Background: an optimization exercise with open tools, aiming at small area and a short achievable clock period. Do not read the settings as production practice.
Function was checked by simulation only, so behaviour that the tests miss may differ from the original.
No activity file was given, so power comes from the tool's default toggle rates.

==> flow/design.v <==
package acw_pkg;
	typedef logic [31:0] addr_t;
	typedef logic [31:0] data_t;
	typedef logic [31:0] region_addr_t;
	typedef logic [7:0] reg_idx_t;
	typedef enum logic [1:0] {
		mode_off   = 2'd0,
		mode_tor   = 2'd1,
		mode_napot = 2'd3
	} region_mode_e;
	typedef enum logic [1:0] {
		st_idle        = 2'd0,
		st_block_start = 2'd1,
		st_block_idle  = 2'd2,
		st_block_err   = 2'd3
	} block_state_e;
	localparam reg_idx_t reg_go_idle     = 8'd0;
	localparam reg_idx_t reg_denied_addr = 8'd1;
	localparam reg_idx_t reg_denied_type = 8'd2;
	localparam reg_idx_t reg_state       = 8'd3;
	localparam reg_idx_t reg_intr_state  = 8'd4;
	localparam reg_idx_t reg_intr_enable = 8'd5;
	localparam int NUM_CTRL_REGS = 6;
	localparam int CFG_READ_BIT  = 0;
	localparam int CFG_WRITE_BIT = 1;
	localparam int CFG_MODE_LSB  = 3;
	localparam int CFG_MODE_MSB  = 4;
endpackage
`timescale 1ns/1ps
module acw_csr_bank #(
	parameter int          NUM_REGIONS = 8,
	parameter logic [21:0] BASE_ADDR   = 22'h0
) (
	input  logic                                    clk,
	input  logic                                    rst,
	input  logic                                    cpu_req_i,
	input  logic                                    cpu_write_i,
	input  acw_pkg::addr_t                          cpu_addr_i,
	input  acw_pkg::data_t                          cpu_wdata_i,
	output logic                                    cpu_rsp_valid_o,
	output acw_pkg::data_t                          cpu_rsp_rdata_o,
	output logic                                    cpu_rsp_err_o,
	output logic [NUM_REGIONS-1:0][7:0]             region_cfg_o,
	output logic [NUM_REGIONS/4-1:0]                cfg_vld_o,
	output acw_pkg::region_addr_t [NUM_REGIONS-1:0] region_addr_o,
	output logic [NUM_REGIONS-1:0]                  addr_vld_o,
	input  logic                                    deny_i,
	input  acw_pkg::addr_t                          denied_addr_i,
	input  logic                                    denied_write_i,
	input  logic [1:0]                              state_i,
	output logic                                    go_idle_o,
	output logic                                    irq_o
);
	localparam int NUM_CFG_WORDS = NUM_REGIONS / 4;
	localparam int CFG_BASE      = acw_pkg::NUM_CTRL_REGS;
	localparam int ADDR_BASE     = CFG_BASE + NUM_CFG_WORDS;
	localparam int NUM_MAPPED    = ADDR_BASE + NUM_REGIONS;
	acw_pkg::reg_idx_t idx;
	logic base_hit;
	logic read_only;
	logic req_err;
	logic wr_en;
	logic rd_ok;
	logic [NUM_CFG_WORDS-1:0] cfg_sel;
	logic [NUM_REGIONS-1:0] addr_sel;
	acw_pkg::data_t rdata_d;
	logic [NUM_CFG_WORDS-1:0][31:0] cfg_q;
	logic [NUM_CFG_WORDS-1:0] cfg_vld_q;
	acw_pkg::region_addr_t [NUM_REGIONS-1:0] addr_n_q;
	logic [NUM_REGIONS-1:0] addr_vld_q;
	acw_pkg::addr_t denied_addr_q;
	logic denied_vld_q;
	logic denied_write_q;
	logic intr_state_q;
	logic intr_enable_q;
	logic go_idle_q;
	logic rsp_valid_q;
	logic rsp_err_q;
	acw_pkg::data_t rsp_rdata_q;
	always_comb begin
		idx = cpu_addr_i[9:2];
		base_hit = (cpu_addr_i[31:10] == BASE_ADDR);
		read_only = (idx == acw_pkg::reg_denied_addr) || (idx == acw_pkg::reg_denied_type) ||
			(idx == acw_pkg::reg_state);
		req_err = !base_hit || (cpu_addr_i[1:0] != 2'b00) || (int'(idx) >= NUM_MAPPED) ||
			(cpu_write_i && read_only) || (!cpu_write_i && (idx == acw_pkg::reg_go_idle));
		wr_en = cpu_req_i && cpu_write_i && !req_err;
		rd_ok = !cpu_write_i && !req_err;
		for (int k = 0; k < NUM_CFG_WORDS; k++) begin
			cfg_sel[k] = (int'(idx) == CFG_BASE + k);
		end
		for (int i = 0; i < NUM_REGIONS; i++) begin
			addr_sel[i] = (int'(idx) == ADDR_BASE + i);
		end
	end
	always_comb begin
		rdata_d = '0;
		if (idx == acw_pkg::reg_denied_addr && denied_vld_q) rdata_d = rdata_d | denied_addr_q;
		if (idx == acw_pkg::reg_denied_type) rdata_d[0] = rdata_d[0] | denied_write_q;
		if (idx == acw_pkg::reg_state) rdata_d[1:0] = rdata_d[1:0] | state_i;
		if (idx == acw_pkg::reg_intr_state) rdata_d[31] = rdata_d[31] | intr_state_q;
		if (idx == acw_pkg::reg_intr_enable) rdata_d[31] = rdata_d[31] | intr_enable_q;
		for (int k = 0; k < NUM_CFG_WORDS; k++) begin
			if (cfg_sel[k] && cfg_vld_q[k]) rdata_d = rdata_d | cfg_q[k];
		end
		for (int i = 0; i < NUM_REGIONS; i++) begin
			if (addr_sel[i] && addr_vld_q[i]) rdata_d = rdata_d | ~addr_n_q[i];
		end
		if (!rd_ok) rdata_d = '0;
	end
	always_ff @(posedge clk, negedge rst) begin
		if (!rst) begin
			cfg_vld_q <= '0;
			addr_vld_q <= '0;
			denied_vld_q <= 1'b0;
			denied_write_q <= 1'b0;
			intr_state_q <= 1'b0;
			intr_enable_q <= 1'b0;
			go_idle_q <= 1'b0;
			rsp_valid_q <= 1'b0;
			rsp_err_q <= 1'b0;
		end else begin
			rsp_valid_q <= cpu_req_i;
			rsp_err_q <= cpu_req_i && req_err;
			go_idle_q <= wr_en && (idx == acw_pkg::reg_go_idle);
			if (wr_en) begin
				for (int k = 0; k < NUM_CFG_WORDS; k++) begin
					if (cfg_sel[k]) cfg_vld_q[k] <= 1'b1;
				end
				for (int i = 0; i < NUM_REGIONS; i++) begin
					if (addr_sel[i]) addr_vld_q[i] <= 1'b1;
				end
				if (idx == acw_pkg::reg_intr_enable) begin
					intr_enable_q <= cpu_wdata_i[31];
				end
			end
			if (deny_i) begin
				intr_state_q <= 1'b1;
			end else if (wr_en && (idx == acw_pkg::reg_intr_state)) begin
				intr_state_q <= 1'b0;
			end
			if (deny_i) begin
				denied_vld_q <= 1'b1;
				denied_write_q <= denied_write_i;
			end
		end
	end
	always_ff @(posedge clk) begin
		if (wr_en) begin
			for (int k = 0; k < NUM_CFG_WORDS; k++) begin
				if (cfg_sel[k]) cfg_q[k] <= cpu_wdata_i;
			end
			for (int i = 0; i < NUM_REGIONS; i++) begin
				if (addr_sel[i]) addr_n_q[i] <= ~cpu_wdata_i;
			end
		end
		if (deny_i) begin
			denied_addr_q <= denied_addr_i;
		end
		rsp_rdata_q <= rdata_d;
	end
	assign cpu_rsp_valid_o = rsp_valid_q;
	assign cpu_rsp_rdata_o = rsp_rdata_q;
	assign cpu_rsp_err_o = rsp_err_q;
	for (genvar r = 0; r < NUM_REGIONS; r++) begin : gen_cfg_out
		assign region_cfg_o[r] = cfg_q[r/4][8*(r%4) +: 8];
	end
	assign cfg_vld_o = cfg_vld_q;
	for (genvar r = 0; r < NUM_REGIONS; r++) begin : gen_addr_out
		assign region_addr_o[r] = ~addr_n_q[r];
	end
	assign addr_vld_o = addr_vld_q;
	assign go_idle_o = go_idle_q;
	assign irq_o = intr_state_q & intr_enable_q;
endmodule
`timescale 1ns/1ps
module acw_region_match (
	input  acw_pkg::region_addr_t addr_reg_i,
	input  acw_pkg::addr_t        req_addr_i,
	output logic                  lt_o,
	output logic                  napot_o
);
	acw_pkg::region_addr_t word_addr;
	logic [31:0] ign;
	assign word_addr = {2'b00, req_addr_i[31:2]};
	assign lt_o = word_addr < addr_reg_i;
	always_comb begin
		ign[0] = 1'b1;
		for (int j = 1; j < 32; j++) begin
			ign[j] = ign[j-1] & addr_reg_i[j-1];
		end
	end
	assign napot_o = &(ign | ~(word_addr ^ addr_reg_i));
endmodule
`timescale 1ns/1ps
module acw_perm_resolve #(
	parameter int NUM_REGIONS = 8
) (
	input  logic [NUM_REGIONS-1:0]      lt_i,
	input  logic [NUM_REGIONS-1:0]      napot_i,
	input  logic [NUM_REGIONS-1:0]      addr_vld_i,
	input  logic                        low_zero_i,
	input  logic [NUM_REGIONS-1:0]      tor_en_i,
	input  logic [NUM_REGIONS-1:0]      napot_en_i,
	input  logic [NUM_REGIONS-1:0]      allow_i,
	output logic                        permit_o
);
	logic [NUM_REGIONS-1:0] below;
	logic [NUM_REGIONS-1:0] hit;
	logic found;
	always_comb begin
		for (int i = 0; i < NUM_REGIONS; i++) begin
			below[i] = addr_vld_i[i] & lt_i[i];
		end
		for (int i = 0; i < NUM_REGIONS; i++) begin
			hit[i] = (tor_en_i[i] & below[i] & ((i == 0) ? 1'b1 : ~below[(i == 0) ? 0 : i-1])) |
				(napot_en_i[i] & (addr_vld_i[i] ? napot_i[i] : low_zero_i));
		end
		found = 1'b0;
		permit_o = 1'b0;
		for (int i = 0; i < NUM_REGIONS; i++) begin
			if (hit[i] && !found) begin
				found = 1'b1;
				permit_o = allow_i[i];
			end
		end
	end
endmodule
`timescale 1ns/1ps
module acw_block_fsm (
	input  logic                  clk,
	input  logic                  rst,
	input  logic                  host_valid_i,
	output logic                  host_ready_o,
	output logic                  host_rsp_valid_o,
	output acw_pkg::data_t        host_rsp_rdata_o,
	output logic                  host_rsp_err_o,
	input  logic                  host_rsp_ready_i,
	output logic                  dev_valid_o,
	input  logic                  dev_ready_i,
	input  logic                  dev_rsp_valid_i,
	input  acw_pkg::data_t        dev_rsp_rdata_i,
	input  logic                  dev_rsp_err_i,
	output logic                  dev_rsp_ready_o,
	input  logic                  permit_i,
	input  logic                  go_idle_i,
	output logic                  deny_o,
	output logic [1:0]            state_o
);
	logic [1:0] state_q;
	logic [1:0] state_d;
	logic idle;
	logic err_rsp;
	always_ff @(posedge clk, negedge rst) begin
		if (!rst) begin
			state_q <= 2'd0;
		end else begin
			state_q <= state_d;
		end
	end
	assign idle = (state_q == 2'd0);
	assign err_rsp = state_q[0] ^ state_q[1];
	assign host_ready_o = idle & dev_ready_i;
	assign dev_valid_o = idle & host_valid_i & permit_i;
	assign deny_o = idle & host_valid_i & dev_ready_i & ~permit_i;
	always_comb begin
		state_d = state_q;
		case (state_q)
			2'd0: if (deny_o) state_d = 2'd1;
			2'd1: begin
				if (host_rsp_ready_i && go_idle_i) state_d = 2'd0;
				else if (go_idle_i) state_d = 2'd2;
				else if (host_rsp_ready_i) state_d = 2'd3;
			end
			2'd2: if (host_rsp_ready_i) state_d = 2'd0;
			default: if (go_idle_i) state_d = 2'd0;
		endcase
	end
	assign host_rsp_valid_o = err_rsp | dev_rsp_valid_i;
	assign host_rsp_rdata_o = err_rsp ? 32'd0 : dev_rsp_rdata_i;
	assign host_rsp_err_o = err_rsp | dev_rsp_err_i;
	assign dev_rsp_ready_o = ~err_rsp & host_rsp_ready_i;
	assign state_o = state_q;
endmodule
`timescale 1ns/1ps
module acw_top #(
	parameter int          NUM_REGIONS = 8,
	parameter logic [21:0] BASE_ADDR   = 22'h0
) (
	input  logic           clk,
	input  logic           rst,
	input  logic           host_valid_i,
	input  acw_pkg::addr_t host_addr_i,
	input  logic           host_write_i,
	input  acw_pkg::data_t host_wdata_i,
	output logic           host_ready_o,
	output logic           host_rsp_valid_o,
	output acw_pkg::data_t host_rsp_rdata_o,
	output logic           host_rsp_err_o,
	input  logic           host_rsp_ready_i,
	output logic           dev_valid_o,
	output acw_pkg::addr_t dev_addr_o,
	output logic           dev_write_o,
	output acw_pkg::data_t dev_wdata_o,
	input  logic           dev_ready_i,
	input  logic           dev_rsp_valid_i,
	input  acw_pkg::data_t dev_rsp_rdata_i,
	input  logic           dev_rsp_err_i,
	output logic           dev_rsp_ready_o,
	input  logic           cpu_req_i,
	input  logic           cpu_write_i,
	input  acw_pkg::addr_t cpu_addr_i,
	input  acw_pkg::data_t cpu_wdata_i,
	output logic           cpu_rsp_valid_o,
	output acw_pkg::data_t cpu_rsp_rdata_o,
	output logic           cpu_rsp_err_o,
	output logic           irq_o
);
	logic [NUM_REGIONS-1:0][7:0] region_cfg;
	logic [NUM_REGIONS/4-1:0] cfg_vld;
	acw_pkg::region_addr_t [NUM_REGIONS-1:0] region_addr;
	logic [NUM_REGIONS-1:0] addr_vld;
	logic [NUM_REGIONS-1:0] lt;
	logic [NUM_REGIONS-1:0] napot;
	logic [NUM_REGIONS-1:0] tor_en;
	logic [NUM_REGIONS-1:0] napot_en;
	logic [NUM_REGIONS-1:0] allow;
	logic low_zero;
	logic permit;
	logic deny;
	logic [1:0] state;
	logic go_idle;
	acw_csr_bank #(
		.NUM_REGIONS(NUM_REGIONS),
		.BASE_ADDR  (BASE_ADDR)
	) csr_bank_inst (
		.clk            (clk),
		.rst            (rst),
		.cpu_req_i      (cpu_req_i),
		.cpu_write_i    (cpu_write_i),
		.cpu_addr_i     (cpu_addr_i),
		.cpu_wdata_i    (cpu_wdata_i),
		.cpu_rsp_valid_o(cpu_rsp_valid_o),
		.cpu_rsp_rdata_o(cpu_rsp_rdata_o),
		.cpu_rsp_err_o  (cpu_rsp_err_o),
		.region_cfg_o   (region_cfg),
		.cfg_vld_o      (cfg_vld),
		.region_addr_o  (region_addr),
		.addr_vld_o     (addr_vld),
		.deny_i         (deny),
		.denied_addr_i  (host_addr_i),
		.denied_write_i (host_write_i),
		.state_i        (state),
		.go_idle_o      (go_idle),
		.irq_o          (irq_o)
	);
	for (genvar i = 0; i < NUM_REGIONS; i++) begin : gen_region
		acw_region_match region_match_inst (
			.addr_reg_i(region_addr[i]),
			.req_addr_i(host_addr_i),
			.lt_o      (lt[i]),
			.napot_o   (napot[i])
		);
		assign tor_en[i] = cfg_vld[i/4] &
			(region_cfg[i][acw_pkg::CFG_MODE_MSB:acw_pkg::CFG_MODE_LSB] == acw_pkg::mode_tor);
		assign napot_en[i] = cfg_vld[i/4] &
			(region_cfg[i][acw_pkg::CFG_MODE_MSB:acw_pkg::CFG_MODE_LSB] == acw_pkg::mode_napot);
		assign allow[i] = host_write_i ? region_cfg[i][acw_pkg::CFG_WRITE_BIT] :
			region_cfg[i][acw_pkg::CFG_READ_BIT];
	end
	assign low_zero = (host_addr_i[31:3] == 29'd0);
	acw_perm_resolve #(
		.NUM_REGIONS(NUM_REGIONS)
	) perm_resolve_inst (
		.lt_i      (lt),
		.napot_i   (napot),
		.addr_vld_i(addr_vld),
		.low_zero_i(low_zero),
		.tor_en_i  (tor_en),
		.napot_en_i(napot_en),
		.allow_i   (allow),
		.permit_o  (permit)
	);
	acw_block_fsm block_fsm_inst (
		.clk             (clk),
		.rst             (rst),
		.host_valid_i    (host_valid_i),
		.host_ready_o    (host_ready_o),
		.host_rsp_valid_o(host_rsp_valid_o),
		.host_rsp_rdata_o(host_rsp_rdata_o),
		.host_rsp_err_o  (host_rsp_err_o),
		.host_rsp_ready_i(host_rsp_ready_i),
		.dev_valid_o     (dev_valid_o),
		.dev_ready_i     (dev_ready_i),
		.dev_rsp_valid_i (dev_rsp_valid_i),
		.dev_rsp_rdata_i (dev_rsp_rdata_i),
		.dev_rsp_err_i   (dev_rsp_err_i),
		.dev_rsp_ready_o (dev_rsp_ready_o),
		.permit_i        (permit),
		.go_idle_i       (go_idle),
		.deny_o          (deny),
		.state_o         (state)
	);
	assign dev_addr_o = host_addr_i;
	assign dev_write_o = host_write_i;
	assign dev_wdata_o = host_wdata_i;
endmodule
==> flow/flow/run.sh <==
#!/bin/bash
# Standard ORFS layout with three changes: port buffers are the smallest buffer, the clock tree is
# built from mid-size buffers without dummy loads, and the cells in flow/dont_use.txt (the
# platform's own don't-use list plus slow cells with four stacked transistors) are kept out of
# synthesis and repair. The registers come out of synthesis exactly as in the standard flow.
# Each step's output goes to its own log in this folder (ORFS's own logs are under orfs/logs).
set -euo pipefail
here=$(cd "$(dirname "$0")" && pwd)
dont_use="DONT_USE_CELLS=$(tr '\n' ' ' < "$here/dont_use.txt")"
export BUFFER_PORTS_ARGS="-buffer_cell sky130_fd_sc_hd__buf_1"
export CTS_ARGS="-sink_clustering_enable -repair_clock_nets -dont_use_dummy_load -buf_list {sky130_fd_sc_hd__clkbuf_4 sky130_fd_sc_hd__clkbuf_8} -sink_clustering_size 12 -sink_clustering_max_diameter 50"
bash standard.sh "$dont_use" synth > synth.log 2>&1
bash standard.sh "$dont_use" floorplan > floorplan.log 2>&1
bash standard.sh "$dont_use" place > place.log 2>&1
bash standard.sh "$dont_use" cts > cts.log 2>&1
bash standard.sh "$dont_use" finish > finish.log 2>&1
==> flow/flow/dont_use.txt <==
sky130_fd_sc_hd__probe_p_8
sky130_fd_sc_hd__probec_p_8
sky130_fd_sc_hd__lpflow_bleeder_1
sky130_fd_sc_hd__lpflow_clkbufkapwr_1
sky130_fd_sc_hd__lpflow_clkbufkapwr_16
sky130_fd_sc_hd__lpflow_clkbufkapwr_2
sky130_fd_sc_hd__lpflow_clkbufkapwr_4
sky130_fd_sc_hd__lpflow_clkbufkapwr_8
sky130_fd_sc_hd__lpflow_clkinvkapwr_1
sky130_fd_sc_hd__lpflow_clkinvkapwr_16
sky130_fd_sc_hd__lpflow_clkinvkapwr_2
sky130_fd_sc_hd__lpflow_clkinvkapwr_4
sky130_fd_sc_hd__lpflow_clkinvkapwr_8
sky130_fd_sc_hd__lpflow_decapkapwr_12
sky130_fd_sc_hd__lpflow_decapkapwr_3
sky130_fd_sc_hd__lpflow_decapkapwr_4
sky130_fd_sc_hd__lpflow_decapkapwr_6
sky130_fd_sc_hd__lpflow_decapkapwr_8
sky130_fd_sc_hd__lpflow_inputiso0n_1
sky130_fd_sc_hd__lpflow_inputiso0p_1
sky130_fd_sc_hd__lpflow_inputiso1n_1
sky130_fd_sc_hd__lpflow_inputiso1p_1
sky130_fd_sc_hd__lpflow_inputisolatch_1
sky130_fd_sc_hd__lpflow_isobufsrc_1
sky130_fd_sc_hd__lpflow_isobufsrc_16
sky130_fd_sc_hd__lpflow_isobufsrc_2
sky130_fd_sc_hd__lpflow_isobufsrc_4
sky130_fd_sc_hd__lpflow_isobufsrc_8
sky130_fd_sc_hd__lpflow_isobufsrckapwr_16
sky130_fd_sc_hd__lpflow_lsbuf_lh_hl_isowell_tap_1
sky130_fd_sc_hd__lpflow_lsbuf_lh_hl_isowell_tap_2
sky130_fd_sc_hd__lpflow_lsbuf_lh_hl_isowell_tap_4
sky130_fd_sc_hd__lpflow_lsbuf_lh_isowell_4
sky130_fd_sc_hd__lpflow_lsbuf_lh_isowell_tap_1
sky130_fd_sc_hd__lpflow_lsbuf_lh_isowell_tap_2
sky130_fd_sc_hd__lpflow_lsbuf_lh_isowell_tap_4
sky130_fd_sc_hd__nor4_1
sky130_fd_sc_hd__nor4_2
sky130_fd_sc_hd__nor4_4
sky130_fd_sc_hd__or4_1
sky130_fd_sc_hd__or4_2
sky130_fd_sc_hd__or4_4
sky130_fd_sc_hd__nor4b_1
sky130_fd_sc_hd__nor4b_2
sky130_fd_sc_hd__nor4b_4
sky130_fd_sc_hd__or4b_1
sky130_fd_sc_hd__or4b_2
sky130_fd_sc_hd__or4b_4
sky130_fd_sc_hd__or4bb_1
sky130_fd_sc_hd__or4bb_2
sky130_fd_sc_hd__or4bb_4
sky130_fd_sc_hd__a2111oi_0
sky130_fd_sc_hd__a2111oi_1
sky130_fd_sc_hd__a2111oi_2
sky130_fd_sc_hd__a2111oi_4
sky130_fd_sc_hd__a2111o_1
sky130_fd_sc_hd__a2111o_2
sky130_fd_sc_hd__a2111o_4
sky130_fd_sc_hd__o2111ai_1
sky130_fd_sc_hd__o2111ai_2
sky130_fd_sc_hd__o2111ai_4
sky130_fd_sc_hd__o2111a_1
sky130_fd_sc_hd__o2111a_2
sky130_fd_sc_hd__o2111a_4
sky130_fd_sc_hd__o41ai_1
sky130_fd_sc_hd__o41ai_2
sky130_fd_sc_hd__o41ai_4
sky130_fd_sc_hd__o41a_1
sky130_fd_sc_hd__o41a_2
sky130_fd_sc_hd__o41a_4
sky130_fd_sc_hd__a41oi_1
sky130_fd_sc_hd__a41oi_2
sky130_fd_sc_hd__a41oi_4
sky130_fd_sc_hd__a41o_1
sky130_fd_sc_hd__a41o_2
sky130_fd_sc_hd__a41o_4
sky130_fd_sc_hd__o311ai_0
sky130_fd_sc_hd__o311ai_1
sky130_fd_sc_hd__o311ai_2
sky130_fd_sc_hd__o311ai_4
sky130_fd_sc_hd__o311a_1
sky130_fd_sc_hd__o311a_2
sky130_fd_sc_hd__o311a_4
sky130_fd_sc_hd__a311oi_1
sky130_fd_sc_hd__a311oi_2
sky130_fd_sc_hd__a311oi_4
sky130_fd_sc_hd__a311o_1
sky130_fd_sc_hd__a311o_2
sky130_fd_sc_hd__a311o_4
sky130_fd_sc_hd__o2111ai_1
==> flow/standard.sh <==
#!/bin/bash
# synth_recipe.tcl (not shown) runs the flow's synth.tcl, then flattens the netlist and writes it again
# the make line also repeats each setting of config.mk as NAME=value (left out here)
make -C /OpenROAD-flow-scripts/flow DESIGN_CONFIG=/design/flow/config.mk WORK_HOME=/design/flow/orfs CLKGATE_MAP_FILE= SYNTH_SCRIPT=/design/flow/synth_recipe.tcl "${@:-finish}"
==> flow/config.mk <==
export PLATFORM = sky130hd
export DESIGN_NAME = acw_top
export DESIGN_NICKNAME = acw_top
export VERILOG_FILES = /design/flow/design.v
export SDC_FILE = /design/flow/constraint.sdc
export NUM_CORES = 4
export LEC_CHECK = 0
export CAP_MARGIN = 20
export CORE_MARGIN = 2
export CORE_UTILIZATION = 70
export SETUP_SLACK_MARGIN = 3.0
export SLEW_MARGIN = 20
==> flow/constraint.sdc <==
create_clock -name core_clock -period 8.0 [get_ports {clk}]
set_input_delay 1.6000 -clock core_clock [delete_from_list [all_inputs] [get_ports {clk}]]
set_output_delay 1.6000 -clock core_clock [all_outputs]
set_load 0.01 [all_outputs]
==> results.rst, run 1 <==
.. list-table::
   :header-rows: 1

   * - Metric
     - Value
   * - Status
     - complete, no violations
   * - Final critical delay including setup and external delays
     - 6.18 ns
   * - Root buf cell
     - clkbuf_8
   * - Via count of the first global-routing pass
     - 21.8k
   * - Number of placement rows
     - 68
   * - Net Sw Power
     - 1.10 mW
   * - Kind of start point of the critical path
     - input port
   * - Crit path to
     - dev_valid_o
   * - Period Utilization, post-route
     - 77.3%
   * - Endpoint of the worst-slack reg-to-reg timing path
     - csr_bank_inst.denied_addr_q[29]
   * - Grt ovf
     - 0
   * - Leakage component of the power
     - 9.64 nW
   * - First-pass GRT wire length
     - 135000 um
   * - Number of nets with antenna violations after routing
     - 0
   * - Buffers on Ports
     - 242
   * - Headroom to the max-slew limit
     - 29.2%
   * - Worst R2R Path Depth
     - 11
   * - Peak ir drop on the vdd network
     - 0.211 mV
   * - Count of warnings emitted by yosys
     - 4
   * - Sequential share of power
     - 56.2%
   * - Total nets after synthesis
     - 2697
   * - Final total negative setup slack
     - 0 ns
   * - Synth cell count leaders
     - 352 x edfxtp_1, 235 x ha_1, 203 x nor2_1
   * - Share of total power in the clock network
     - 30.4%
   * - Total global-route track usage
     - 51.8%
   * - Depth of the CTS H-tree
     - 2
   * - Power per standard cell area
     - 152 mW/mm2
   * - Share of layout cells above drive strength 1
     - 11.5%
   * - TritonCTS clock tree
     - built
   * - Number of top-level design ports
     - 307
   * - Final setup skew
     - 0.0524 ns
   * - Part of the Yosys area used for sequential elements
     - 48.4%
   * - CP endpoint kind
     - primary output
   * - Overall power after layout
     - 4.08 mW
   * - CP arrival
     - 4.58 ns
   * - Width of the die
     - 190 um
   * - Highest Clock Rate
     - 0.162 GHz
   * - Count of nets after finishing
     - 2931
   * - Cell Int Power
     - 2.99 mW
   * - Setup crit start
     - host_addr_i[6]
   * - Final estimated routing congestion in global placement
     - 1.06
   * - # DRC
     - 0
   * - Routed length per instance
     - 32.1 um
   * - Growth of design area from synthesis to finish
     - 11.2%
   * - Overall routed net length
     - 95600 um
   * - RSZ-0062 raised after global routing
     - true
   * - Slew at the pin with the worst max-slew slack
     - 1.06 ns
   * - Top post-synthesis cells by area
     - edfxtp_1 44%, ha_1 12%, nor2_1 3.2%
   * - Pin count of the biggest net entering global routing
     - 36
   * - Combinational cell fraction of total power
     - 13.4%
   * - Worst Hold Margin
     - 0.475 ns
   * - Deepest clock path buffer count
     - 3
   * - Proportion of synthesized flip-flops having asynchronous set or reset
     - 4.71%
   * - Number of max-slew violations in the final report
     - 0
   * - Average via count per standard cell
     - 7.73
   * - Library cells used by synthesis
     - 82
   * - First DRT Iteration DRCs
     - 4313
   * - Dominant synthesized flop cell
     - edfxtp_1
   * - DIE AREA
     - 0.0360 mm2
   * - Largest area contributor in the synthesized netlist
     - edfxtp_1
   * - Floorplan die height
     - 190 um
   * - Area of the core
     - 0.0343 mm2
   * - Cell with the most instances after synthesis
     - edfxtp_1
   * - Number of hold buffers added after CTS
     - 0
   * - Launch instance of the worst register-to-register path
     - csr_bank_inst.cfg_vld_q[0]
   * - Average cell area after synthesis
     - 10.5 um2
   * - Number of clock sinks
     - 403
   * - Net Sw Frac
     - 26.9%
   * - Number of flops mapped to enable cells by yosys
     - 352
   * - Post-Syn Area
     - 0.0241 mm2
   * - Proportion of netlist area held by the largest area contributor
     - 43.8%
   * - Final setup vio count
     - 0
   * - Max_cap viols
     - 0
   * - Critical path type
     - input port to primary output
   * - Hold violation count in the final report
     - 0
   * - Effective utilization at floorplan
     - 70.4%
   * - Antenna violations before repair
     - 4
   * - Total number of vias
     - 23.1k
   * - Worst R2R Setup Slack
     - 3.53 ns
   * - Total CTS buffers
     - 47
   * - Post-detailed-placement half-perimeter wirelength
     - 70100 um
   * - Iteration count of the initial detailed-routing pass
     - 10
   * - Data required time at the worst endpoint
     - 6.40 ns
   * - Cells after Synth
     - 2292
   * - Insertion delay to the later sink of the worst-skew pair
     - 0.66 ns
   * - Number of synthesized register bits
     - 403
   * - Clock input transition at the sequential cells of the worst setup and hold paths
     - 0.09 ns
   * - Worst Hold Class
     - register to register
   * - Max Fanout on Critical Path
     - 11
[layer usage]
layer  track usage, %  share of wire (%)  vias to the layer above
met2             77.3                 42                     2440
met3             17.7                 17                      673
met4             34.1                8.8                        4
li1                 -                  -                     9298
met5             1.10              0.072                        -
met1             64.4                 32                    10600
[state kept, by name, summed over array words and instances (netlist names), 2 cells and up]
signal                       cells
csr_bank_inst.addr_n_q         256
csr_bank_inst.cfg_q             64
csr_bank_inst.denied_addr_q     32
csr_bank_inst.rsp_rdata_q       32
csr_bank_inst.addr_vld_q         8
block_fsm_inst.state_q           2
csr_bank_inst.cfg_vld_q          2
[power by group through the flow]
| stage | sequential (mW) | combinational [mW] | clock (mW) |
|---|---|---|---|
| 6_report | 2.30 | 0.547 | 1.24 |
| 4_1_cts | 2.29 | 0.509 | 1.21 |
| 3_5_place_dp | 2.34 | 0.479 | 0 |
| 3_3_place_gp | 2.34 | 0.453 | 0 |
| 2_1_floorplan | 2.33 | 0.293 | 0 |
| 5_1_grt | 2.29 | 0.574 | 1.28 |
[kinds of logic after synthesis]
group | count (synthesis) | synth area share (%)
AO/OA/AOI/OAI | 603 | 17.0
multiplexers | 9 | 0.415
AND/OR/NAND/NOR | 810 | 17.3
buffers and inverters | 232 | 4.73
adder cells (fa/ha/maj) | 235 | 12.2
flip-flops | 403 | 48.4
[how the worst min path moves through the flow]
stage                                     startpoint                          to  cells past startpoint
after floorplan           csr_bank_inst.denied_vld_q  csr_bank_inst.denied_vld_q                      1
after global placement    csr_bank_inst.denied_vld_q  csr_bank_inst.denied_vld_q                      1
after detailed placement  csr_bank_inst.denied_vld_q  csr_bank_inst.denied_vld_q                      1
after CTS                 csr_bank_inst.denied_vld_q  csr_bank_inst.denied_vld_q                      1
after global routing      csr_bank_inst.denied_vld_q  csr_bank_inst.denied_vld_q                      1
final                     csr_bank_inst.denied_vld_q  csr_bank_inst.denied_vld_q                      1
[placed cells by master (no fill, tap or decap), drive strengths merged, types with 71 or more instances in the layout]
cell type,Yosys,routed
nand2,155,155
edfxtp,352,352
a21oi,98,98
nand3,77,77
o21ai,90,90
o22ai,81,81
nor3,127,127
nor2,207,208
inv,113,113
buf,75,301
a211oi,71,71
ha,235,235
[layout make-up]
class,count,area [um2]
tap,455,569
clock buffer,47,647
inverter,113,424
fill,2166,7430
timing repair buffer,303,1500
sequential,403,11700
antenna,4,10.0
multi-input combinational,1658,12000
[metrics by stage]
stage | instance area, um2 | utilization, % | std cells | worst slack, ns
2_1_floorplan | 24200 | - | 2292 | 2.72
3_3_place_gp | 25200 | 73.5 | 2898 | 1.15
3_5_place_dp | 25200 | 73.5 | 2898 | 1.08
4_1_cts | 26700 | 77.7 | 2975 | 2.05
5_1_grt | 26900 | 78.3 | 2982 | 1.88
6_report | 26900 | 78.3 | 2983 | 1.82
[critical path: stages]
cell      delay (ns)
buf_4           0.19
ha_1            0.36
o21bai_1        0.19
a22oi_2         0.26
o31ai_1         0.11
a21oi_1         0.33
nor3_1          0.16
nand4b_1        0.29
nand2_1         0.17
a211o_4         0.37
o21ai_2         0.18
o211a_1         0.20
buf_2           0.15
[timing repair]
item                                    4_1_cts  5_1_grt
pin swaps                                    38       13
gates cloned                                  2        1
resized for setup                           137       20
buffers inserted                             28        2
endpoints found under the setup margin       35       16
==> run 2, diff against run 1 <==
--- a/flow/config.mk
+++ b/flow/config.mk
@@ -9,4 +9,4 @@
 export CORE_MARGIN = 2
 export CORE_UTILIZATION = 70
-export SETUP_SLACK_MARGIN = 3.0
+export SETUP_SLACK_MARGIN = 2.0
 export SLEW_MARGIN = 20
==> results.rst, run 2 <==
.. list-table::
   :header-rows: 1

   * - Metric
     - Value
   * - TritonCTS clock tree
     - built
   * - Power per standard cell area
     - 151 mW/mm2
   * - Worst Hold Class
     - register to register
   * - Max_cap viols
     - 0
   * - Largest area contributor in the synthesized netlist
     - edfxtp_1
   * - Final total negative setup slack
     - 0 ns
   * - Via count of the first global-routing pass
     - 21.7k
   * - M1 WL
     - 30800 um
   * - Hold violation count in the final report
     - 0
   * - Slew at the pin with the worst max-slew slack
     - 1.10 ns
   * - Clock input transition at the sequential cells of the worst setup and hold paths
     - 0.08 ns
   * - Synth cell count leaders
     - 352 x edfxtp_1, 235 x ha_1, 203 x nor2_1
   * - Combinational cell fraction of total power
     - 13.5%
   * - Growth of design area from synthesis to finish
     - 12.0%
   * - Deepest clock path buffer count
     - 3
   * - First DRT Iteration DRCs
     - 4303
   * - Share of layout cells above drive strength 1
     - 12.4%
   * - Launch point of the worst hold path
     - csr_bank_inst.denied_vld_q
   * - Worst R2R Path Depth
     - 13
   * - Iteration count of the initial detailed-routing pass
     - 7
   * - Worst R2R Setup Slack
     - 3.21 ns
   * - Total CTS buffers
     - 46
   * - Commonest non-fill, non-tap cell in the layout
     - edfxtp_1
   * - Critical path type
     - input port to primary output
   * - Met2 layer wire length in the routed design
     - 40800 um
   * - RSZ-0062 raised after global routing
     - true
   * - Dominant synthesized flop cell
     - edfxtp_1
   * - Average via count per standard cell
     - 7.74
   * - Number of flops mapped to enable cells by yosys
     - 352
   * - Number of max-slew violations in the final report
     - 0
   * - Final estimated routing congestion in global placement
     - 1.12
   * - Top post-synthesis cells by area
     - edfxtp_1 44%, ha_1 12%, nor2_1 3.2%
   * - Floorplan die height
     - 190 um
   * - Average cell area after synthesis
     - 10.5 um2
   * - Buffers on Ports
     - 242
   * - Max Fanout on Critical Path
     - 5
   * - Total global-route track usage
     - 52.6%
   * - Number of nets with antenna violations after routing
     - 0
   * - Endpoint of the worst-slack reg-to-reg timing path
     - csr_bank_inst.denied_addr_q[2]
   * - Effective utilization at floorplan
     - 70.4%
   * - Library cells used by synthesis
     - 82
   * - Net Sw Frac
     - 26.8%
   * - Number of synthesized register bits
     - 403
   * - Net Sw Power
     - 1.09 mW
   * - Pin count of the biggest net entering global routing
     - 36
   * - Highest Clock Rate
     - 0.162 GHz
   * - DR top layer
     - met5
   * - Post-Syn Area
     - 0.0241 mm2
   * - Data required time at the worst endpoint
     - 6.40 ns
   * - Util after Layout
     - 78.9%
   * - Final setup skew
     - 0.0806 ns
   * - Proportion of netlist area held by the largest area contributor
     - 43.8%
   * - Commonest cells after routing, fill and taps aside
     - 352 x edfxtp_1, 215 x buf_1, 209 x ha_1, 192 x nor2_1, 152 x nand2_1
   * - Width of the die
     - 190 um
   * - DIE AREA
     - 0.0360 mm2
   * - CP endpoint kind
     - primary output
   * - Registers with the most flip-flops
     - csr_bank_inst.addr_n_q (256), csr_bank_inst.cfg_q (64)
   * - Part of the Yosys area used for sequential elements
     - 48.4%
   * - Overall power after layout
     - 4.08 mW
   * - Depth of the CTS H-tree
     - 2
   * - CP arrival
     - 4.58 ns
   * - Number of clock sinks
     - 403
   * - Headroom to the max-slew limit
     - 25.9%
   * - Number of flip-flops in the largest register
     - 256
   * - Share of total power in the clock network
     - 30.3%
   * - Count of nets after finishing
     - 2946
   * - # DRC
     - 0
   * - Launch instance of the worst register-to-register path
     - csr_bank_inst.addr_n_q[37]
   * - Routed length per instance
     - 32.2 um
   * - Register name with the most flops
     - csr_bank_inst.addr_n_q
   * - Antenna violations before repair
     - 3
   * - Routed length on met3
     - 16800 um
   * - Final critical delay including setup and external delays
     - 6.18 ns
   * - Count of warnings emitted by yosys
     - 4
   * - Post-detailed-placement half-perimeter wirelength
     - 71000 um
   * - Period Utilization, post-route
     - 77.2%
   * - Kind of start point of the critical path
     - input port
   * - Worst Hold Margin
     - 0.500 ns
   * - Leakage component of the power
     - 9.73 nW
   * - Final setup vio count
     - 0
   * - Area of the core
     - 0.0343 mm2
   * - Endpoint, Worst Hold
     - csr_bank_inst.denied_vld_q
   * - Cells after Synth
     - 2292
   * - Cell Int Power
     - 2.98 mW
   * - Grt ovf
     - 0
   * - Total number of vias
     - 23.2k
   * - First-pass GRT wire length
     - 136000 um
   * - Sequential share of power
     - 56.3%
   * - Proportion of synthesized flip-flops having asynchronous set or reset
     - 4.71%
   * - Overall routed net length
     - 96600 um
   * - Number of top-level design ports
     - 307
   * - Peak ir drop on the vdd network
     - 0.210 mV
   * - Cell with the most instances after synthesis
     - edfxtp_1
   * - Total nets after synthesis
     - 2697
   * - Insertion delay to the later sink of the worst-skew pair
     - 0.67 ns
   * - Hold Crit Depth
     - 1
   * - Number of placement rows
     - 68
   * - Status
     - complete, no violations
   * - Root buf cell
     - clkbuf_8
-- run 2: cell counts after synthesis --
No cell type changed its count.
-- run 2: final cells by class --
type | instances | area (um2)
Antenna cell | 2 | 5.00
Clock buffer | 46 | 633
Fill cell | 2139 | 7250
Inverter | 113 | 424
Multi-Input combinational cell | 1657 | 12000
Sequential cell | 403 | 11700
Tap cell | 455 | 569
Timing Repair Buffer | 320 | 1700
-- run 2: routing by layer --
| metal | track usage, % | up-vias |
|---|---|---|
| li1 | - | 9329 |
| met1 | 65.6 | 10800 |
| met2 | 77.8 | 2424 |
| met3 | 19.8 | 624 |
| met4 | 32.4 | 6 |
| met5 | 0 | - |
-- run 2: through the flow --
stage	cell area [um2]	worst slack, ns	instances
detailed placement	25300	1.09	2920
floorplan	24100	2.55	2292
CTS	26700	1.98	2986
finish	27000	1.82	2996
global route	27000	1.78	2994
global placement	25300	1.22	2920
-- run 2: cell families (layout without fill, tap and decap cells) --
family	after synthesis	after routing	synth area share, %
buf+inv	232	479	4.73
mux	9	9	0.415
other cells	0	2	0
fa+ha+maj	235	235	12.2
simple gates	810	810	17.3
compound gates	603	603	17.0
flops	403	403	48.4
-- run 2: worst max-delay path by stage --
stage,from,endpoint,slack (ns),cells past startpoint
after floorplan,host_addr_i[9],dev_valid_o,2.55,11
after global placement,host_addr_i[10],dev_valid_o,1.22,14
after detailed placement,host_addr_i[4],dev_valid_o,1.09,13
after CTS,host_addr_i[17],dev_valid_o,1.98,14
after global routing,host_addr_i[28],dev_valid_o,1.78,15
final,host_addr_i[15],dev_valid_o,1.82,15
-- run 2: power by group through the flow --
stage                     sequential [mW]  combinational (mW)  clock, mW
after floorplan                      2.33               0.292          0
after global placement               2.34               0.455          0
after detailed placement             2.34               0.478          0
after CTS                            2.29               0.509       1.20
after global routing                 2.29               0.577       1.27
final                                2.29               0.550       1.23
-- run 2: repair_timing --
action	4_1_cts	5_1_grt
hold endpoints to repair	0	0
gates resized for setup	127	44
pin swaps	43	31
setup buffers	20	7
setup endpoints to repair	1	1
hold buffers	0	0
-- run 2: worst max-delay path, stage by stage --
cell,delay [ns]
buf_1,0.08
buf_6,0.15
buf_4,0.16
ha_1,0.32
nand3_1,0.14
a211oi_1,0.31
o211ai_1,0.17
nand4_1,0.19
a211oi_2,0.09
a211oi_4,0.48
nand4_1,0.17
o31ai_2,0.24
o21a_4,0.20
o211a_1,0.15
buf_2,0.12
==> run 3, diff against run 2 <==
--- a/flow/config.mk
+++ b/flow/config.mk
@@ -8,5 +8,5 @@
 export CAP_MARGIN = 20
 export CORE_MARGIN = 2
-export CORE_UTILIZATION = 70
-export SETUP_SLACK_MARGIN = 2.0
+export CORE_UTILIZATION = 75
+export SETUP_SLACK_MARGIN = 3.0
 export SLEW_MARGIN = 20
==> results.rst, run 3 <==
.. list-table::
   :header-rows: 1

   * - Metric
     - Value
   * - Leakage component of the power
     - 9.50 nW
   * - Data required time at the worst endpoint
     - 6.40 ns
   * - DIE AREA
     - 0.0336 mm2
   * - Part of the Yosys area used for sequential elements
     - 48.4%
   * - Launch instance of the worst register-to-register path
     - csr_bank_inst.addr_n_q[38]
   * - Slew at the pin with the worst max-slew slack
     - 1.39 ns
   * - Depth of the CTS H-tree
     - 2
   * - Final setup vio count
     - 0
   * - Peak ir drop on the vdd network
     - 0.248 mV
   * - Highest Clock Rate
     - 0.163 GHz
   * - Final cell count without fillers
     - 2909
   * - Max incr delay on CP
     - 0.42 ns
   * - Final setup skew
     - 0.0871 ns
   * - Status
     - complete, no violations
   * - CP endpoint kind
     - primary output
   * - Launch point of the worst hold path
     - csr_bank_inst.denied_vld_q
   * - Via count of the first global-routing pass
     - 22.0k
   * - M1 WL
     - 28900 um
   * - Headroom to the max-slew limit
     - 6.57%
   * - Worst R2R Path Depth
     - 13
   * - CP arrival
     - 4.54 ns
   * - First-pass GRT wire length
     - 136000 um
   * - Worst Hold Class
     - register to register
   * - Combinational family with the most area after synthesis
     - simple AND/OR/NAND/NOR gates
   * - Kind of start point of the critical path
     - input port
   * - DR top layer
     - met5
   * - Number of max-slew violations in the final report
     - 0
   * - Proportion of netlist area held by the largest area contributor
     - 43.8%
   * - Largest area contributor in the synthesized netlist
     - edfxtp_1
   * - Cell Chain, Critical Path
     - buf_4 -> ha_4 -> a211oi_1 -> a211oi_1 -> o221a_2 -> o31ai_4 -> a211o_1 -> nand3_2 -> a211o_4 -> o21ai_2 -> o211a_4 -> buf_6
   * - Register name with the most flops
     - csr_bank_inst.addr_n_q
   * - Hold Crit Depth
     - 1
   * - Cells after Synth
     - 2292
   * - Total placed cells including tap cells
     - 2843
   * - Synth Area in Adders
     - 12.2%
   * - Max_cap viols
     - 0
   * - Cell seen most often among critical-path stages
     - a211oi_1
   * - # DRC
     - 0
   * - Antenna violations before repair
     - 5
   * - Area of the core
     - 0.0316 mm2
   * - Average cell area after synthesis
     - 10.5 um2
   * - Post-Syn Area
     - 0.0241 mm2
   * - Number of top-level design ports
     - 307
   * - Power per standard cell area
     - 151 mW/mm2
   * - Floorplan die height
     - 183 um
   * - Endpoint, Worst Hold
     - csr_bank_inst.denied_vld_q
   * - Root buf cell
     - clkbuf_8
   * - Commonest cells after routing, fill and taps aside
     - 352 x edfxtp_1, 214 x ha_1, 213 x buf_1, 194 x nor2_1, 154 x nand2_1
   * - Period Utilization, post-route
     - 76.7%
   * - Number of nets with antenna violations after routing
     - 0
   * - Total global-route track usage
     - 55.9%
   * - Post-detailed-placement half-perimeter wirelength
     - 68500 um
   * - Width of the die
     - 183 um
   * - Critical path type
     - input port to primary output
   * - Worst R2R Setup Slack
     - 3.36 ns
   * - Slowest-stage cell, CP
     - o31ai_4
   * - Number of filler instances in the final layout
     - 1783
   * - Synthesized-area fraction occupied by xor and xnor cells
     - 0%
   * - TritonCTS clock tree
     - built
   * - Total CTS buffers
     - 44
   * - Simple-Gate Fraction of Synth Area
     - 17.3%
   * - Sequential cell area
     - 0.0117 mm2
   * - Number of hold buffers added after CTS
     - 0
   * - Endpoint of the worst-slack reg-to-reg timing path
     - csr_bank_inst.denied_addr_q[22]
   * - First DRT Iteration DRCs
     - 4729
   * - Number of flops mapped to enable cells by yosys
     - 352
   * - Iteration count of the initial detailed-routing pass
     - 12
   * - Number of placement rows
     - 65
   * - Library cells used by synthesis
     - 82
   * - Insertion delay to the later sink of the worst-skew pair
     - 0.63 ns
   * - Final critical delay including setup and external delays
     - 6.14 ns
   * - Effective utilization at floorplan
     - 76.3%
   * - Proportion of synthesized flip-flops having asynchronous set or reset
     - 4.71%
   * - Compound-Gate Fraction of Synth Area
     - 17.0%
   * - Clock input transition at the sequential cells of the worst setup and hold paths
     - 0.08 ns
   * - Growth of design area from synthesis to finish
     - 9.89%
   * - Total number of vias
     - 23.4k
   * - Portion of netlist area occupied by mux cells
     - 0.415%
   * - Max Fanout on Critical Path
     - 11
   * - Routed length on met3
     - 18200 um
   * - RSZ-0062 raised after global routing
     - true
   * - Grt ovf
     - 0
   * - Average via count per standard cell
     - 8.03
   * - Final total negative setup slack
     - 0 ns
   * - Cell with the most instances after synthesis
     - edfxtp_1
   * - Number of flip-flops in the largest register
     - 256
   * - Dominant synthesized flop cell
     - edfxtp_1
   * - Commonest non-fill, non-tap cell in the layout
     - edfxtp_1
   * - Final estimated routing congestion in global placement
     - 1.20
   * - Synth cell count leaders
     - 352 x edfxtp_1, 235 x ha_1, 203 x nor2_1
   * - Pin count of the biggest net entering global routing
     - 36
   * - Top post-synthesis cells by area
     - edfxtp_1 44%, ha_1 12%, nor2_1 3.2%
   * - Count of nets after finishing
     - 2910
   * - Deepest clock path buffer count
     - 3
   * - Met2 layer wire length in the routed design
     - 38800 um
   * - Hold violation count in the final report
     - 0
   * - Count of warnings emitted by yosys
     - 4
   * - Routed length per instance
     - 32.7 um
   * - Total nets after synthesis
     - 2697
   * - Buffers on Ports
     - 242
   * - Number of clock sinks
     - 403
   * - Overall routed net length
     - 95100 um
   * - Registers with the most flip-flops
     - csr_bank_inst.addr_n_q (256), csr_bank_inst.cfg_q (64)
   * - Number of synthesized register bits
     - 403
   * - Area used by multi-input combinational logic
     - 0.0119 mm2
   * - Share of layout cells above drive strength 1
     - 10.8%
[run 3: cell type report]
class	count	area share [%]
Inverter	113	1.60
Tap cell	402	1.90
Sequential cell	403	44.0
Antenna cell	4	0.0377
Clock buffer	44	2.28
Multi-Input combinational cell	1658	45.0
Timing Repair Buffer	285	5.13
[run 3: worst max-delay path by stage]
stage	from	end	slack, ns
after floorplan	host_addr_i[12]	dev_valid_o	2.72
after global placement	host_addr_i[28]	dev_valid_o	1.31
after detailed placement	host_addr_i[29]	dev_valid_o	1.22
after CTS	host_addr_i[31]	dev_valid_o	2.06
after global routing	host_addr_i[4]	dev_valid_o	1.90
final	host_addr_i[4]	dev_valid_o	1.86
[run 3: cell families (layout without fill, tap and decap cells)]
group | after synthesis | count (layout)
AOI/OAI and AO/OA | 603 | 603
other | 0 | 4
adders and majority gates | 235 | 235
DFF | 403 | 403
and+or+nand+nor | 810 | 811
muxes | 9 | 9
buffers and inverters | 232 | 442
[run 3: per-layer routing]
layer / global-route usage (%) / vias to the layer above
met2: 80.8 / 2520
met5: 1.33 / -
li1: - / 9267
met4: 35.3 / 10
met1: 67.1 / 10700
met3: 26.9 / 822
[run 3: power by group]
group | switching [mW] | total [mW] | internal, mW
Combinational | 0.358 | 0.533 | 0.175
Sequential | 0.0109 | 2.29 | 2.28
Clock | 0.694 | 1.18 | 0.488
Total | 1.06 | 4.01 | 2.95
[run 3: worst max-delay path: cells and delay by family]
| family | cells | cell delay, ns |
|---|---|---|
| AOI/OAI and AO/OA | 8 | 2.19 |
| adders and majority gates | 1 | 0.26 |
| buffers and inverters | 2 | 0.36 |
| and+or+nand+nor | 1 | 0.11 |
[run 3: repair_timing]
action                     in CTS  in global routing
setup buffers                  12                  3
cloned                          2                  1
resized for setup             128                 24
pin swaps                      33                 20
setup endpoints to repair      35                 19
[run 3: per-stage QoR]
| step | hold WS [ns] | utilization (%) | setup slack (ns) | power, mW | cell area [um2] |
|---|---|---|---|---|---|
| final | 0.500 | 83.9 | 1.86 | 4.01 | 26500 |
| after global routing | 0.516 | 83.8 | 1.90 | 4.07 | 26500 |
| after floorplan | 0.424 | - | 2.72 | 2.63 | 24200 |
| after detailed placement | 0.452 | 79.4 | 1.22 | 2.81 | 25100 |
| after global placement | 0.443 | 79.4 | 1.31 | 2.79 | 25100 |
| after CTS | 0.478 | 83.3 | 2.06 | 3.93 | 26400 |
==> run 4, diff against run 3 <==
--- a/flow/design.v
+++ b/flow/design.v
@@ -183,4 +183,5 @@
 	acw_pkg::region_addr_t word_addr;
 	logic [31:0] ign;
+	logic [31:0] bit_ok;
 	assign word_addr = {2'b00, req_addr_i[31:2]};
 	assign lt_o = word_addr < addr_reg_i;
@@ -191,5 +192,10 @@
 		end
 	end
-	assign napot_o = &(ign | ~(word_addr ^ addr_reg_i));
+	always_comb begin
+		for (int j = 0; j < 32; j++) begin
+			bit_ok[j] = addr_reg_i[j] ? (word_addr[j] | ign[j]) : (~word_addr[j] | ign[j]);
+		end
+	end
+	assign napot_o = &bit_ok;
 endmodule
 `timescale 1ns/1ps
--- a/flow/config.mk
+++ b/flow/config.mk
@@ -8,5 +8,5 @@
 export CAP_MARGIN = 20
 export CORE_MARGIN = 2
-export CORE_UTILIZATION = 75
+export CORE_UTILIZATION = 70
 export SETUP_SLACK_MARGIN = 3.0
 export SLEW_MARGIN = 20
==> results.rst, run 4 <==
.. list-table::
   :header-rows: 1

   * - Metric
     - Value
   * - Number of max-slew violations in the final report
     - 0
   * - Hold Crit Depth
     - 1
   * - Number of top-level design ports
     - 307
   * - Number of placement rows
     - 67
   * - Final critical delay including setup and external delays
     - 6.26 ns
   * - Insertion delay to the later sink of the worst-skew pair
     - 0.63 ns
   * - Iteration count of the initial detailed-routing pass
     - 12
   * - Placement-stage worst setup slack
     - 0.832 ns
   * - Slew at the pin with the worst max-slew slack
     - 1.27 ns
   * - Synthesized-area fraction occupied by xor and xnor cells
     - 0.0367%
   * - Leakage component of the power
     - 9.53 nW
   * - Max_cap viols
     - 0
   * - Number of nets with antenna violations after routing
     - 0
   * - Hold violation count in the final report
     - 0
   * - Net Sw Frac
     - 27.8%
   * - Cell Chain, Critical Path
     - nor3_2 -> and4bb_4 -> nand3_2 -> or3b_1 -> a222oi_1 -> nand4_1 -> o22ai_4 -> nand2_2 -> a21oi_2 -> buf_2
   * - Via count of the first global-routing pass
     - 22.2k
   * - Buffers on Ports
     - 242
   * - Part of the Yosys area used for sequential elements
     - 48.9%
   * - Portion of netlist area occupied by mux cells
     - 0.597%
   * - Overall routed net length
     - 106000 um
   * - Largest area contributor in the synthesized netlist
     - edfxtp_1
   * - Proportion of netlist area held by the largest area contributor
     - 44.3%
   * - Count of warnings emitted by yosys
     - 4
   * - Total nets after synthesis
     - 2657
   * - Endpoint of the worst-slack reg-to-reg timing path
     - csr_bank_inst.denied_addr_q[11]
   * - Cell Int Power
     - 3.03 mW
   * - Clock input transition at the sequential cells of the worst setup and hold paths
     - 0.07 ns
   * - Number of clock sinks
     - 403
   * - Placed instance area
     - 0.0251 mm2
   * - Post-detailed-placement half-perimeter wirelength
     - 77800 um
   * - Commonest non-fill, non-tap cell in the layout
     - edfxtp_1
   * - Top post-synthesis cells by area
     - edfxtp_1 44%, ha_1 12%, nor2_1 3.1%
   * - Share of total power in the clock network
     - 28.0%
   * - Post-route cell area
     - 0.0270 mm2
   * - Share of layout cells above drive strength 1
     - 12.7%
   * - Kind of start point of the critical path
     - register
   * - Synth Area in Adders
     - 12.3%
   * - Average cell area after synthesis
     - 10.6 um2
   * - Total CTS buffers
     - 44
   * - CP endpoint kind
     - primary output
   * - Area of the core
     - 0.0335 mm2
   * - # DRC
     - 0
   * - Endpoint, Worst Hold
     - csr_bank_inst.denied_vld_q
   * - First DRT Iteration DRCs
     - 5040
   * - Average via count per standard cell
     - 8.06
   * - DIE AREA
     - 0.0356 mm2
   * - Synth cell count leaders
     - 352 x edfxtp_1, 235 x ha_1, 200 x nor2_1
   * - Util after Layout
     - 80.5%
   * - Proportion of synthesized flip-flops having asynchronous set or reset
     - 4.71%
   * - Combinational cell fraction of total power
     - 16.8%
   * - Total number of vias
     - 23.7k
   * - First-pass GRT wire length
     - 147000 um
   * - Power per standard cell area
     - 156 mW/mm2
   * - Final total negative setup slack
     - 0 ns
   * - Count of nets after finishing
     - 2896
   * - Depth of the CTS H-tree
     - 2
   * - Post-Syn Area
     - 0.0239 mm2
   * - Number of filler instances in the final layout
     - 2007
   * - Compound-Gate Fraction of Synth Area
     - 16.7%
   * - Final critical-path setup slack
     - 1.74 ns
   * - TritonCTS clock tree
     - built
   * - Sequential share of power
     - 55.2%
   * - Commonest cells after routing, fill and taps aside
     - 352 x edfxtp_1, 211 x buf_1, 196 x ha_1, 193 x nor2_1, 137 x nand2_1
   * - Number of hold buffers added after CTS
     - 0
   * - Cell with the most instances after synthesis
     - edfxtp_1
   * - Deepest clock path buffer count
     - 3
   * - Critical path type
     - register to primary output
   * - Combinational family with the most area after synthesis
     - simple AND/OR/NAND/NOR gates
   * - Effective utilization at floorplan
     - 71.2%
   * - Status
     - complete, no violations
   * - Simple-Gate Fraction of Synth Area
     - 17.0%
   * - Data required time at the worst endpoint
     - 6.40 ns
   * - Max incr delay on CP
     - 0.58 ns
   * - Register name with the most flops
     - csr_bank_inst.addr_n_q
   * - Number of flip-flops in the largest register
     - 256
   * - Total global-route track usage
     - 57.8%
   * - Worst R2R Path Depth
     - 13
   * - Routed length per instance
     - 36.2 um
   * - Period Utilization, post-route
     - 78.2%
   * - Cells after Synth
     - 2252
   * - Launch point of the worst hold path
     - csr_bank_inst.denied_vld_q
   * - Width of the die
     - 189 um
   * - Max Fanout on Critical Path
     - 11
   * - Root buf cell
     - clkbuf_8
   * - Registers with the most flip-flops
     - csr_bank_inst.addr_n_q (256), csr_bank_inst.cfg_q (64)
   * - Highest Clock Rate
     - 0.160 GHz
   * - Worst Hold Class
     - register to register
   * - Net Sw Power
     - 1.17 mW
   * - Antenna violations before repair
     - 7
   * - Library cells used by synthesis
     - 82
   * - Slowest-stage cell, CP
     - edfxtp_1
   * - Pin count of the biggest net entering global routing
     - 36
   * - CP arrival
     - 4.66 ns
   * - Number of synthesized register bits
     - 403
   * - Grt ovf
     - 0
   * - Peak ir drop on the vdd network
     - 0.286 mV
   * - Worst Hold Margin
     - 0.473 ns
   * - Floorplan die height
     - 189 um
   * - Final setup vio count
     - 0
   * - Number of flops mapped to enable cells by yosys
     - 352
   * - Final setup skew
     - 0.0741 ns
   * - Launch instance of the worst register-to-register path
     - csr_bank_inst.addr_n_q[1]
   * - Worst R2R Setup Slack
     - 2.98 ns
   * - Dominant synthesized flop cell
     - edfxtp_1
   * - Final estimated routing congestion in global placement
     - 1.26
   * - Growth of design area from synthesis to finish
     - 13.1%
   * - RSZ-0062 raised after global routing
     - true
   * - Headroom to the max-slew limit
     - 15.4%
[run 4: area by class of cell]
class                   instances  area [um2]  area share (%)
multi-input cells            1635       12100            44.9
well taps                     448         561            2.08
diodes                          4        10.0          0.0371
repair buffers                308        1650            6.11
inverters                      99         372            1.38
clock buffers                  44         606            2.24
flip-flops and latches        403       11700            43.3
[run 4: how the worst max path moves through the flow]
stage | from | end | slack (ns) | depth (start not counted)
after floorplan | host_addr_i[11] | dev_valid_o | 2.45 | 11
after global placement | host_addr_i[31] | dev_valid_o | 0.89 | 15
after detailed placement | host_addr_i[19] | dev_valid_o | 0.83 | 14
after CTS | host_addr_i[30] | dev_valid_o | 2.00 | 15
after global routing | host_addr_i[14] | dev_valid_o | 1.79 | 15
final | csr_bank_inst.addr_n_q[1] | dev_valid_o | 1.74 | 10
[run 4: per-stage QoR]
stage / std cells / power [mW]
2_1_floorplan: 2252 / 2.74
3_3_place_gp: 2869 / 2.96
3_5_place_dp: 2869 / 2.98
4_1_cts: 2927 / 4.11
5_1_grt: 2938 / 4.27
6_report: 2941 / 4.20
[run 4: kinds of logic after synthesis]
group	after synthesis
xor+xnor	1
buf+inv	214
flops	403
mux	13
compound gates	597
simple gates	789
fa+ha+maj	235
[run 4: per-layer routing]
layer	track usage, %	vias to the layer above	wire length (um)
met5	0	-	34
met4	39.7	4	10800
met3	26.8	862	20900
met2	81.4	2843	41700
met1	70.6	10900	33100
li1	-	9144	-
[run 4: critical path, delay by kind of cell (launching register included)]
| kind | cells | cell delay, ns |
|---|---|---|
| DFF | 1 | 0.58 |
| and+or+nand+nor | 6 | 2.21 |
| buffers and inverters | 1 | 0.14 |
| AOI/OAI and AO/OA | 3 | 1.07 |
[run 4: power by group through the flow]
stage,clock [mW],combinational (mW),sequential (mW)
floorplan,0,0.381,2.36
global placement,0,0.597,2.36
detailed placement,0,0.619,2.36
CTS,1.14,0.651,2.32
global route,1.21,0.737,2.32
finish,1.17,0.707,2.32
[run 4: timing repair]
| item | CTS | global route |
|---|---|---|
| pin swaps | 46 | 42 |
| buffers inserted | 14 | 8 |
| endpoints found under the setup margin | 37 | 22 |
| resized for setup | 173 | 66 |
==> run 5, diff against run 4 <==
--- a/flow/design.v
+++ b/flow/design.v
@@ -183,5 +183,4 @@
 	acw_pkg::region_addr_t word_addr;
 	logic [31:0] ign;
-	logic [31:0] bit_ok;
 	assign word_addr = {2'b00, req_addr_i[31:2]};
 	assign lt_o = word_addr < addr_reg_i;
@@ -192,10 +191,5 @@
 		end
 	end
-	always_comb begin
-		for (int j = 0; j < 32; j++) begin
-			bit_ok[j] = addr_reg_i[j] ? (word_addr[j] | ign[j]) : (~word_addr[j] | ign[j]);
-		end
-	end
-	assign napot_o = &bit_ok;
+	assign napot_o = &(ign | ~(word_addr ^ addr_reg_i));
 endmodule
 `timescale 1ns/1ps
--- a/flow/flow/run.sh
+++ b/flow/flow/run.sh
@@ -9,5 +9,5 @@
 dont_use="DONT_USE_CELLS=$(tr '\n' ' ' < "$here/dont_use.txt")"
 export BUFFER_PORTS_ARGS="-buffer_cell sky130_fd_sc_hd__buf_1"
-export CTS_ARGS="-sink_clustering_enable -repair_clock_nets -dont_use_dummy_load -buf_list {sky130_fd_sc_hd__clkbuf_4 sky130_fd_sc_hd__clkbuf_8} -sink_clustering_size 12 -sink_clustering_max_diameter 50"
+export CTS_ARGS="-sink_clustering_enable -repair_clock_nets -dont_use_dummy_load -buf_list {sky130_fd_sc_hd__clkbuf_4 sky130_fd_sc_hd__clkbuf_8} -sink_clustering_size 18 -sink_clustering_max_diameter 45"
 bash standard.sh "$dont_use" synth > synth.log 2>&1
 bash standard.sh "$dont_use" floorplan > floorplan.log 2>&1
==> results.rst, run 5 <==
.. list-table::
   :header-rows: 1

   * - Metric
     - Value
   * - Status
     - complete, no violations
   * - Deepest clock path buffer count
     - 3
   * - Number of filler instances in the final layout
     - 2180
   * - Endpoint of the worst-slack reg-to-reg timing path
     - csr_bank_inst.denied_addr_q[26]
   * - Cell Int Power
     - 2.96 mW
   * - Commonest cells after routing, fill and taps aside
     - 352 x edfxtp_1, 218 x ha_1, 215 x buf_1, 194 x nor2_1, 155 x nand2_1
   * - Leakage component of the power
     - 9.66 nW
   * - Critical path type
     - input port to primary output
   * - Number of flops mapped to enable cells by yosys
     - 352
   * - Launch point of the worst hold path
     - csr_bank_inst.denied_vld_q
   * - Number of synthesized register bits
     - 403
   * - Grt ovf
     - 0
   * - Library cells used by synthesis
     - 82
   * - Worst R2R Path Depth
     - 11
   * - Final setup vio count
     - 0
   * - Average cell area after synthesis
     - 10.5 um2
   * - Synth cell count leaders
     - 352 x edfxtp_1, 235 x ha_1, 203 x nor2_1
   * - Worst R2R Setup Slack
     - 3.61 ns
   * - Root buf cell
     - clkbuf_8
   * - Share of total power in the clock network
     - 29.9%
   * - Sequential cell area
     - 0.0117 mm2
   * - Headroom to the max-slew limit
     - 27.4%
   * - Floorplan die height
     - 190 um
   * - Final estimated routing congestion in global placement
     - 1.06
   * - Width of the die
     - 190 um
   * - Launch instance of the worst register-to-register path
     - csr_bank_inst.addr_n_q[37]
   * - Hold Crit Depth
     - 1
   * - Max_cap viols
     - 0
   * - Part of the Yosys area used for sequential elements
     - 48.4%
   * - Worst Hold Class
     - register to register
   * - Endpoint, Worst Hold
     - csr_bank_inst.denied_vld_q
   * - Final total negative setup slack
     - 0 ns
   * - Iteration count of the initial detailed-routing pass
     - 9
   * - Net Sw Power
     - 1.09 mW
   * - Peak ir drop on the vdd network
     - 0.184 mV
   * - Average via count per standard cell
     - 7.72
   * - Overall power after layout
     - 4.05 mW
   * - Combinational cell fraction of total power
     - 13.4%
   * - Final critical delay including setup and external delays
     - 6.41 ns
   * - Hold violation count in the final report
     - 0
   * - Cells after Synth
     - 2292
   * - Total CTS buffers
     - 45
   * - Proportion of netlist area held by the largest area contributor
     - 43.8%
   * - Power per standard cell area
     - 151 mW/mm2
   * - Insertion delay to the later sink of the worst-skew pair
     - 0.69 ns
   * - RSZ-0062 raised after global routing
     - true
   * - Cell with the most instances after synthesis
     - edfxtp_1
   * - Worst Hold Margin
     - 0.476 ns
   * - Number of hold buffers added after CTS
     - 0
   * - # DRC
     - 0
   * - Number of top-level design ports
     - 307
   * - Total nets after synthesis
     - 2697
   * - Effective utilization at floorplan
     - 70.4%
   * - Register name with the most flops
     - csr_bank_inst.addr_n_q
   * - Area used by multi-input combinational logic
     - 0.0119 mm2
   * - Post-Syn Area
     - 0.0241 mm2
   * - TritonCTS clock tree
     - built
   * - Final critical-path setup slack
     - 1.59 ns
   * - Net Sw Frac
     - 26.9%
   * - CP endpoint kind
     - primary output
   * - Sequential share of power
     - 56.6%
   * - Top post-synthesis cells by area
     - edfxtp_1 44%, ha_1 12%, nor2_1 3.2%
   * - Count of warnings emitted by yosys
     - 4
   * - Placement-stage worst setup slack
     - 1.08 ns
   * - Max Fanout on Critical Path
     - 11
   * - Count of nets after finishing
     - 2936
   * - Routed length per instance
     - 32.2 um
   * - Post-detailed-placement half-perimeter wirelength
     - 70100 um
   * - Clock input transition at the sequential cells of the worst setup and hold paths
     - 0.10 ns
   * - DIE AREA
     - 0.0360 mm2
   * - Pin count of the biggest net entering global routing
     - 36
   * - First DRT Iteration DRCs
     - 4253
   * - Placed instance area
     - 0.0252 mm2
   * - Via count of the first global-routing pass
     - 21.8k
   * - Buffers on Ports
     - 242
   * - Dominant synthesized flop cell
     - edfxtp_1
   * - Overall routed net length
     - 96200 um
   * - CP arrival
     - 4.81 ns
   * - Largest area contributor in the synthesized netlist
     - edfxtp_1
   * - Final setup skew
     - 0.104 ns
   * - Period Utilization, post-route
     - 80.1%
   * - Number of max-slew violations in the final report
     - 0
   * - Number of flip-flops in the largest register
     - 256
   * - Number of placement rows
     - 68
   * - Number of nets with antenna violations after routing
     - 0
   * - First-pass GRT wire length
     - 135000 um
   * - Total number of vias
     - 23.1k
   * - Slew at the pin with the worst max-slew slack
     - 1.08 ns
   * - Area of the core
     - 0.0343 mm2
   * - Commonest non-fill, non-tap cell in the layout
     - edfxtp_1
   * - Highest Clock Rate
     - 0.156 GHz
   * - Depth of the CTS H-tree
     - 2
   * - Util after Layout
     - 78.1%
   * - Antenna violations before repair
     - 4
   * - Share of layout cells above drive strength 1
     - 11.1%
   * - Post-route cell area
     - 0.0268 mm2
   * - Total global-route track usage
     - 52.1%
   * - Number of clock sinks
     - 403
   * - Proportion of synthesized flip-flops having asynchronous set or reset
     - 4.71%
   * - Registers with the most flip-flops
     - csr_bank_inst.addr_n_q (256), csr_bank_inst.cfg_q (64)
   * - Growth of design area from synthesis to finish
     - 10.9%
   * - Data required time at the worst endpoint
     - 6.40 ns
   * - Total placed cells including tap cells
     - 2898
   * - Kind of start point of the critical path
     - input port
   * - Final cell count without fillers
     - 2990
[run 5: cell count changes in the layout (fill, tap and decap cells not counted), moves of 12 or more]
cell,change
nand2_1,+18
ha_4,-14
ha_1,+22
o221ai_1,+13
and4_1,+16
nand2b_1,-18
a221o_1,-12
nand3_1,+12
a21oi_1,-23
inv_1,+14
o22ai_1,-12
or3_1,-12
a31oi_1,+13
a211oi_1,+21
[run 5: what timing repair did]
item                                    4_1_cts  5_1_grt
setup buffers                                31        5
resized for setup                           139        0
pin swaps                                    40        1
cloned                                        3        1
endpoints found under the setup margin       35       17
[run 5: area by class of cell]
| class | instances | area share, % |
|---|---|---|
| multi-input cells | 1658 | 44.4 |
| flip-flops and latches | 403 | 43.7 |
| repair buffers | 310 | 5.90 |
| clock buffers | 45 | 2.31 |
| well taps | 455 | 2.13 |
| inverters | 113 | 1.58 |
| diodes | 6 | 0.0561 |
[run 5: worst max-delay path by stage]
stage | end | startpoint | depth (start not counted) | slack (ns)
after CTS | dev_valid_o | host_addr_i[15] | 14 | 2.05
after floorplan | dev_valid_o | host_addr_i[12] | 11 | 2.72
after global placement | dev_valid_o | host_addr_i[7] | 13 | 1.15
final | dev_valid_o | host_addr_i[4] | 13 | 1.59
after global routing | dev_valid_o | host_addr_i[31] | 14 | 1.71
after detailed placement | dev_valid_o | host_addr_i[7] | 13 | 1.08
[run 5: cells by family after synthesis]
family | after synthesis | share of synthesized area (%)
flops | 403 | 48.4
fa+ha+maj | 235 | 12.2
simple gates | 810 | 17.3
mux | 9 | 0.415
buf+inv | 232 | 4.73
compound gates | 603 | 17.0
[run 5: routing by layer]
| layer | global-route usage, % | vias up | wire length [um] |
|---|---|---|---|
| li1 | - | 9313 | - |
| met1 | 64.4 | 10600 | 30500 |
| met2 | 77.9 | 2488 | 40600 |
| met3 | 18.7 | 644 | 16900 |
| met4 | 33.5 | 4 | 8220 |
| met5 | 0 | - | 30 |
[run 5: worst max-delay path: stages]
cell and delay (ns):
buf_4 0.19, ha_1 0.40, o211ai_1 0.15, a211oi_2 0.62, o211ai_1 0.21, nand4_1 0.24
a211oi_2 0.09, a211oi_4 0.36, nand4_1 0.17, o31ai_2 0.23, o21a_4 0.18, o211a_1 0.20
buf_2 0.15
[run 5: power by group through the flow]
stage | clock (mW) | sequential (mW) | combinational (mW)
final | 1.21 | 2.30 | 0.544
after global routing | 1.25 | 2.29 | 0.570
after CTS | 1.17 | 2.29 | 0.512
after detailed placement | 0 | 2.34 | 0.479
after global placement | 0 | 2.34 | 0.453
after floorplan | 0 | 2.33 | 0.293

[port drivers added, routing unchanged]
The flow's constraints put no driver on any port. The routed layouts listed below were extracted and timed again, unchanged, in two steps. Step 1: set_driving_cell puts a clkbuf_16 on clk and a buf_2 on each other input, an assumption about the parent block. Step 2 also shifts input and output timing later by t, the mid clock arrival at the registers, as if the neighbouring blocks saw the same clock. Slacks: no drivers / after step 1 / after step 2; pairs: no drivers / after step 1.
run	shift t [ns]	setup slack, ns
run 1	0.678	1.815 / 1.787 / 1.787
run 2	0.678	1.821 / 1.798 / 1.798
run 3	0.642	1.863 / 1.832 / 1.832
run 4	0.649	1.741 / 1.685 / 1.758
run 5	0.678	1.595 / 1.570 / 1.570
After both steps every run listed still meets setup and hold.
